From an optimization exercise on the open Yosys and OpenROAD flow, aimed at small area, a short achievable clock period and few clock cycles per item; shortcuts taken in it are not production practice.
Power and IR drop assume default switching activity.

== job 3170 ==
==> module crypt_machine, before the edit <==
module crypt_machine #(
    parameter int data_in_w = 32,
    parameter int rounds    = 32
) (
    input  logic                  clk,
    input  logic                  resetn,
    input  logic [data_in_w-1:0]  data_in,
    input  logic                  go,
    input  logic                  decrypt,
    output logic                  done,
    output tea_pkg::word_t        display
);
    logic            s_load;       
    logic            s_load_rel;   
    logic            s_wait_op;    
    logic            s_run;        
    logic            s_wait_dec;   
    logic            s_wait_clr;   
    logic            s_clr_rel;    
    logic            running;      
    logic [2:0]      widx;
    logic            dec;        
    logic [6:0]      t;          
    tea_pkg::word_t  p, q;
    tea_pkg::word_t  r0, r1, r2, r3;
    tea_pkg::word_t  g;          
    logic            cin;
    tea_pkg::word_t  s;          
    logic start_enc, start_dec, start;
    assign start_enc = s_wait_op && go;
    assign start_dec = (s_wait_op && !go && decrypt) || (s_wait_dec && decrypt);
    assign start     = start_enc || start_dec;
    logic last;
    assign last = running && t[6];
    tea_pkg::word_t nw;
    logic           ovf;
    assign {ovf, nw} = tea_pkg::add32(p, g, cin);
    logic [27:0] a_x, a_y, a_z, a_s, a_c;
    logic [32:0] a_sum;
    assign a_x   = p[27:0];
    assign a_y   = g[27:0];
    assign a_z   = r0[31:4];
    assign a_s   = a_x ^ a_y ^ a_z;
    assign a_c   = (a_x & a_y) | (a_x & a_z) | (a_y & a_z);
    assign a_sum = tea_pkg::add32({4'd0, a_s}, {4'd0, a_c[26:0], cin}, 1'b0);
    tea_pkg::word_t b_s, b_c;
    logic [32:0]    b_sum;
    assign b_s   = p ^ g ^ s;
    assign b_c   = (p & g) | (p & s) | (g & s);
    assign b_sum = tea_pkg::add32(b_s, {b_c[30:0], cin}, 1'b0);
    tea_pkg::word_t c_z, c_s, c_c;
    logic [32:0]    c_sum;
    logic           c27;
    assign c_z   = {r1[26:0], 5'd0};
    assign c_s   = p ^ g ^ c_z;
    assign c_c   = (p & g) | (p & c_z) | (g & c_z);
    assign c_sum = tea_pkg::add32(c_s, {c_c[30:0], cin}, 1'b0);
    assign c27   = ovf ? (c_c[31] && c_sum[32]) : (c_c[31] || c_sum[32]);
    logic [4:0] r1_hi, r1_hi1;
    assign r1_hi  = r1[31:27];
    assign r1_hi1 = r1[31:27] + 5'd1;
    tea_pkg::word_t f_nx;
    assign f_nx = {a_sum[27:0], r0[3:0]} ^ b_sum[31:0] ^
                  {c27 ? r1_hi1 : r1_hi, c_sum[31:5]};
    logic       dec_n, m_n;
    assign dec_n = start ? start_dec : (running ? dec : 1'b1);
    assign m_n   = start ? start_dec : (running && (!dec || (t[5:0] != 6'd63)));
    logic [4:0] jh, sidx;
    assign jh   = t[5:1] + {4'd0, dec | t[0]};
    assign sidx = running ? (jh ^ {5{dec}}) : 5'd31;
    always_ff @(posedge clk) begin
        g    <= (f_nx ^ {32{dec}}) & {32{m_n}};
        cin  <= m_n && dec;
        s    <= start_enc ? tea_pkg::tea_delta : tea_pkg::sum_tab[sidx*32 +: 32];
    end
    logic load_q, load_p;
    assign load_q = s_load && (widx <= 3'd1);
    assign load_p = s_load_rel && (widx == 3'd0);
    logic rot, load_r2, load_r3;
    assign rot     = start || running ||
                     (s_load_rel && !go && ((widx == 3'd3) || (widx == 3'd5)));
    assign load_r2 = s_load && ((widx == 3'd2) || (widx == 3'd4));
    assign load_r3 = s_load && ((widx == 3'd3) || (widx == 3'd5));
    always_ff @(posedge clk) begin
        if (load_q || running || start) begin
            q <= load_q ? data_in : nw;
        end
        if (load_p || running || start) begin
            p <= q;
        end
        if (rot) begin
            r0 <= r2;
            r1 <= r3;
        end
        if (rot || load_r2) begin
            r2 <= load_r2 ? data_in : r0;
        end
        if (rot || load_r3) begin
            r3 <= load_r3 ? data_in : r1;
        end
    end
    logic last_word;
    assign last_word = (widx == 3'd5);
    always_ff @(posedge clk) begin
        if (!resetn) begin
            s_load     <= 1'b1;
            s_load_rel <= 1'b0;
            s_wait_op  <= 1'b0;
            s_run      <= 1'b0;
            s_wait_dec <= 1'b0;
            s_wait_clr <= 1'b0;
            s_clr_rel  <= 1'b0;
            running    <= 1'b0;
            widx       <= '0;
            done       <= 1'b0;
        end else begin
            s_load     <= (s_load && !go) || (s_load_rel && !go && !last_word) ||
                          (s_clr_rel && !go);
            s_load_rel <= (s_load || s_load_rel) && go;
            s_wait_op  <= (s_load_rel && !go && last_word) ||
                          (s_wait_op && !go && !decrypt);
            s_run      <= start || (s_run && !done);
            s_wait_dec <= (s_run && done && !dec) || (s_wait_dec && !decrypt && !go);
            s_wait_clr <= (s_run && done && dec) || (s_wait_clr && !go);
            s_clr_rel  <= (s_wait_dec && !decrypt && go) || ((s_wait_clr || s_clr_rel) && go);
            running    <= start || (running && !t[6]);
            done       <= last;
            if (s_load_rel && !go) begin
                widx <= widx + 3'd1;
            end else if (s_clr_rel && !go) begin
                widx <= '0;
            end
        end
    end
    always_ff @(posedge clk) begin
        dec <= dec_n;
        if (start) begin
            t <= '0;
        end else if (running) begin
            t <= t + 7'd1;
        end
    end
    always_ff @(posedge clk) begin
        if (!resetn || s_clr_rel) begin
            display <= '0;
        end else if (last) begin
            display <= {nw[15:0], q[15:0]};
        end
    end
endmodule
==> flow/config.mk <==
export PLATFORM = sky130hd
export DESIGN_NAME = crypt_machine
export DESIGN_NICKNAME = crypt_machine
export VERILOG_FILES = /design/flow/design.v
export SDC_FILE = /design/flow/constraint.sdc
export NUM_CORES = 4
export LEC_CHECK = 0
export CAP_MARGIN = 20
export CORE_MARGIN = 2
export CORE_UTILIZATION = 40
export SLEW_MARGIN = 20
==> flow/constraint.sdc <==
create_clock -name core_clock -period 12.0 [get_ports {clk}]
set_input_delay 2.4000 -clock core_clock [delete_from_list [all_inputs] [get_ports {clk}]]
set_output_delay 2.4000 -clock core_clock [all_outputs]
set_load 0.01 [all_outputs]
standard.sh (not shown) runs the stock make flow with config.mk's settings and CLKGATE_MAP_FILE= SYNTH_SCRIPT=/design/flow/synth_recipe.tcl, a recipe that flattens the netlist after the stock synthesis.
==> flow/flow/run.sh <==
#!/bin/bash
set -euo pipefail
export SETUP_SLACK_MARGIN=8.0
export BUFFER_PORTS_ARGS="-buffer_cell sky130_fd_sc_hd__buf_4"
bash standard.sh > standard.log 2>&1
Edits applied to the flow inputs when going from job 3170 to job 3347:
--- a/flow/design.v
+++ b/flow/design.v
@@ -19,19 +19,15 @@
         g0 = a & b;
         pp = p0;
         gg = g0;
         gg[0] = gg[0] | (pp[0] & cin);
         for (int l = 0; l < 5; l++) begin
             for (int i = 31; i >= 0; i--) begin
-                if (l > 0 && i == (1 << l)) begin
-                    gg[i] = g0[i] | (p0[i] & g0[i - 1]) | (p0[i] & p0[i - 1] & gg[i - 2]);
-                    pp[i] = p0[i] & p0[i - 1] & pp[i - 2];
-                end else if ((i >> l) & 1) begin
-                    j = ((i >> l) << l) - 1;
-                    gg[i] = gg[i] | (pp[i] & gg[j]);
-                    pp[i] = pp[i] & pp[j];
+                if (i >= (1 << l)) begin
+                    gg[i] = gg[i] | (pp[i] & gg[i - (1 << l)]);
+                    pp[i] = pp[i] & pp[i - (1 << l)];
                 end
             end
         end
         c = {gg[30:0], cin};
         add32 = {gg[31], p0 ^ c};
     endfunction
@@ -57,12 +53,13 @@
     logic            s_wait_clr;   
     logic            s_clr_rel;    
     logic            running;      
     logic [2:0]      widx;
     logic            dec;        
     logic [6:0]      t;          
+    logic [4:0]      sidx;       
     tea_pkg::word_t  p, q;
     tea_pkg::word_t  r0, r1, r2, r3;
     tea_pkg::word_t  g;          
     logic            cin;
     tea_pkg::word_t  s;          
     logic start_enc, start_dec, start;
@@ -99,21 +96,31 @@
     assign r1_hi  = r1[31:27];
     assign r1_hi1 = r1[31:27] + 5'd1;
     tea_pkg::word_t f_nx;
     assign f_nx = {a_sum[27:0], r0[3:0]} ^ b_sum[31:0] ^
                   {c27 ? r1_hi1 : r1_hi, c_sum[31:5]};
     logic       dec_n, m_n;
+    logic [4:0] sidx_n;
     assign dec_n = start ? start_dec : (running ? dec : 1'b1);
     assign m_n   = start ? start_dec : (running && (!dec || (t[5:0] != 6'd63)));
-    logic [4:0] jh, sidx;
-    assign jh   = t[5:1] + {4'd0, dec | t[0]};
-    assign sidx = running ? (jh ^ {5{dec}}) : 5'd31;
+    logic [4:0] sidx_r;
+    always_comb begin
+        if (!running) begin
+            sidx_r = 5'd31;
+        end else if (t[0] ^ dec) begin
+            sidx_r = dec ? sidx - 5'd1 : sidx + 5'd1;
+        end else begin
+            sidx_r = sidx;
+        end
+    end
+    assign sidx_n = start_enc ? 5'd0 : sidx_r;
     always_ff @(posedge clk) begin
         g    <= (f_nx ^ {32{dec}}) & {32{m_n}};
         cin  <= m_n && dec;
-        s    <= start_enc ? tea_pkg::tea_delta : tea_pkg::sum_tab[sidx*32 +: 32];
+        sidx <= sidx_n;
+        s    <= start_enc ? tea_pkg::tea_delta : tea_pkg::sum_tab[sidx_r*32 +: 32];
     end
     logic load_q, load_p;
     assign load_q = s_load && (widx <= 3'd1);
     assign load_p = s_load_rel && (widx == 3'd0);
     logic rot, load_r2, load_r3;
     assign rot     = start || running ||
[summary]
The aggregate routed wire length in job 3347 is 1.2 times that in job 3170. From job 3170 to job 3347 the numbers moved as follows: post-synthesis instance area went up 5.4%; sequential share of power moved up; sequential share of layout area down 1.5 points. Of job 3347 and job 3170, the lower well-tap cell count belongs to job 3170.
Function was not checked in any run of this note: the RTL went through the layout flow alone.

-- re-timing with driven ports --
The results above use ideal ports. As a check the final layouts listed here were re-extracted and re-timed, cells and wires unchanged.
Step 1 (the two cells are an assumption about what drives the block):
set clk [get_ports {clk}]
set_driving_cell -lib_cell sky130_fd_sc_hd__clkbuf_16 $clk
set_driving_cell -lib_cell sky130_fd_sc_hd__buf_2 [delete_from_list [all_inputs] $clk]
Step 2 also shifts input and output timing later by t, the mid clock arrival at the registers, as if the neighbouring blocks saw the same clock.
Slacks: ideal / step 1 / step 2; pairs: ideal / step 1.
| run | shift t [ns] | setup WS [ns] | worst register clock-pin slew, ns |
|---|---|---|---|
| job 3170 | 0.603 | 8.122 / 8.122 / 7.589 | 0.07 / 0.07 |
| job 3347 | 0.613 | 7.997 / 7.997 / 7.563 | 0.06 / 0.06 |
After both steps every run listed still meets setup and hold. The setup slack of job 3170, which loses most, moves by 0.000 ns with the drivers and by -0.533 ns with both steps.
